Context: an optimization exercise on an open-source flow, tuned for small area, a short achievable clock period and few clock cycles per item. The choices shown serve that exercise and are no tape-out recipe. Where RTL was checked, it was by simulation tests only, not by an equivalence proof against the original. Power is estimated from default activity; no workload was simulated.

run 4:
Design div_top, start of the top module:
module div_top
(
  input  logic        CLK,
  input  logic        RST_N,
  input  logic        in_valid,
  output logic        in_ready,
  input  logic [31:0] in_a,
  input  logic [31:0] in_b,
  input  logic [1:0]  in_op,
  output logic        r_valid,
  input  logic        r_ready,
  output logic [31:0] r_data
);
Size in the first run: about 8000 cells after synthesis, roughly 2700 flip-flops, roughly 89000 um^2 of cells after synthesis.
Settings: LEC_CHECK=0, CAP_MARGIN=20, CORE_MARGIN=2, CORE_UTILIZATION=40, CTS_CLUSTER_DIAMETER=100, CTS_CLUSTER_SIZE=28, SETUP_SLACK_MARGIN=3.4, SLEW_MARGIN=20; clock period 7.0 ns.
run.sh (not shown) runs the stock make flow with config.mk's settings and CLKGATE_MAP_FILE= SYNTH_SCRIPT=/design/flow/synth_recipe.tcl, a recipe that flattens the netlist after the stock synthesis.
Edits applied to the flow inputs when going from run 4 to run 1:
--- a/flow/design.v
+++ b/flow/design.v
@@ -142,102 +142,83 @@
     next_divisor  <= prev_divisor;
     next_neg      <= prev_neg;
     next_take_rem <= prev_take_rem;
   end
 endmodule
 `default_nettype wire
 `timescale 1ns/1ps
 `default_nettype none
 module div_result_fixup
 #(
-  parameter int DEPTH = 30
+  parameter int DEPTH = 30,
+  parameter int LAPW  = 5
 )
 (
   input  logic        CLK,
   input  logic        RST_N,
   input  logic        r_ready,
   output logic        in_ready,
   input  logic        prev_valid,
   input  logic        prev_done,
   input  logic [31:0] prev_mag,
   input  logic [31:0] prev_divisor,
   input  logic        prev_neg,
   output logic        recirc,
   output logic [31:0] result,
   output logic        r_valid,
   output logic [31:0] r_data
 );
   logic        ring;
-  logic [$clog2(DEPTH+1)-1:0] lap;
+  logic [LAPW-1:0] lap;
   logic        prev_head;
   logic        recirc_head;
-  logic        skid_valid;
-  logic [31:0] skid_data;
-  logic        full;
+  logic        space;
   logic        deliver;
-  logic        pop;
   always_comb begin
     if (prev_done) begin
       result = prev_divisor;
     end else begin
       result = prev_neg ? ('0 - prev_mag) : prev_mag;
     end
   end
-  assign full        = skid_valid;
-  assign deliver     = prev_valid & !full & (!ring | prev_head);
-  assign recirc      = prev_valid & !deliver;
+  assign space       = !r_valid | r_ready;
   assign prev_head   = ring & (lap == '0);
+  assign deliver     = prev_valid & space & (!ring | prev_head);
+  assign recirc      = prev_valid & !deliver;
   assign recirc_head = recirc & (!ring | prev_head);
-  assign in_ready    = !ring & !(prev_valid & full);
-  assign pop         = r_valid & r_ready;
+  assign in_ready    = !ring & !(prev_valid & !space);
   always_ff @(posedge CLK) begin
     if (recirc_head) begin
-      lap <= DEPTH[$clog2(DEPTH+1)-1:0];
+      lap <= DEPTH[LAPW-1:0];
     end else if (lap != '0) begin
       lap <= lap - 1'b1;
     end
   end
   always_ff @(posedge CLK) begin
     if (!RST_N) begin
       ring <= 1'b0;
     end else if (recirc_head) begin
       ring <= 1'b1;
     end else if (deliver & prev_head) begin
       ring <= 1'b0;
     end
   end
   always_ff @(posedge CLK) begin
     if (!RST_N) begin
-      r_valid    <= 1'b0;
-      skid_valid <= 1'b0;
-    end else begin
-      if (pop) begin
-        if (skid_valid) begin
-          skid_valid <= deliver;
-        end else begin
-          r_valid <= deliver;
-        end
-      end else if (!r_valid) begin
-        r_valid <= deliver;
-      end else if (!skid_valid) begin
-        skid_valid <= deliver;
-      end
+      r_valid <= 1'b0;
+    end else if (space) begin
+      r_valid <= deliver;
     end
   end
   always_ff @(posedge CLK) begin
-    if (pop) begin
-      r_data    <= skid_valid ? skid_data : result;
-      skid_data <= result;
-    end else if (!r_valid) begin
+    if (deliver) begin
       r_data <= result;
-    end else if (!skid_valid) begin
-      skid_data <= result;
     end
   end
 endmodule
 `default_nettype wire
 `timescale 1ns/1ps
 `default_nettype none
 module div_top
 (
   input  logic        CLK,
   input  logic        RST_N,
@@ -1018,21 +999,21 @@
     .prev_neg      (s29_neg),
     .prev_take_rem (s29_take_rem),
     .next_valid    (s30_valid),
     .next_done     (s30_done),
     .next_rem      (s30_rem),
     .next_dq       (s30_dq),
     .next_divisor  (s30_divisor),
     .next_neg      (s30_neg),
     .next_take_rem (s30_take_rem)
   );
-  div_result_fixup #(.DEPTH(30)) u_result_fixup (
+  div_result_fixup #(.DEPTH(30), .LAPW(5)) u_result_fixup (
     .CLK           (CLK),
     .RST_N         (RST_N),
     .r_ready       (r_ready),
     .in_ready      (in_ready),
     .prev_valid    (s30_valid),
     .prev_done     (s30_done),
     .prev_mag      (s30_rem),
     .prev_divisor  (s30_divisor),
     .prev_neg      (s30_neg),
     .recirc        (recirc),
==> comparison <==
On met2 routing resource usage after global routing: run 1 sits below run 4. Relative to run 4, utilization has decreased by 0.41 points in run 1. Run 4 has a higher fraction of layout instances using a drive strength above 1 than run 1. Total setup violations reported at the end of the flow came out exactly the same in run 4 and run 1. Against run 4 as the reference, run 1 delivers a lower number of gates resized after cts. | share of the final layout cell area in sequential cells | run 1 vs run 4 | ≈ equal |. On synthesized area, run 4 and run 1 are basically level. Looking only at worst setup slack, and setting everything else aside, the higher value of run 4 and run 1 goes to run 1. Run 1 against run 4; total power of the final layout is down by a few percent. Run 4 → run 1: shortest period the worst path allows moved down, routed wire length moved down. Cmp run 1 vs run 4: setup slack of the most critical reg-to-reg path higher in run 1.
Testbench counts of run 1, summed over its fixed seeds: cycles 9,856, items 9,600.
For run 4, only the layout was checked, not whether the RTL still works.

[re-timing with driven ports]
In the flow no input, the clock included, has a driving cell. The finished layouts below were timed again as built, in two steps. Step 1, drivers: a clkbuf_16 drives CLK and a buf_2 each remaining input, both assumed. Step 2 adds t to the input delays and takes it off the output delays; t is the mean of the earliest and latest rising clock arrival at the registers after step 1. Input paths then give back, and output paths get back, about the clock's delay inside the block. Three values: ideal ports, drivers, drivers and shift; two values: the first two.
run	t (ns)	setup slack, ns	hold slack, ns
run 4	0.839	3.381 / 3.381 / 2.754	0.281 / 0.281 / 0.281
run 1	0.854	3.408 / 3.408 / 2.731	0.315 / 0.315 / 0.315
After both steps every run listed still meets setup and hold. The setup slack of run 1, which loses most, moves by 0.000 ns with the drivers and by -0.677 ns with both steps.
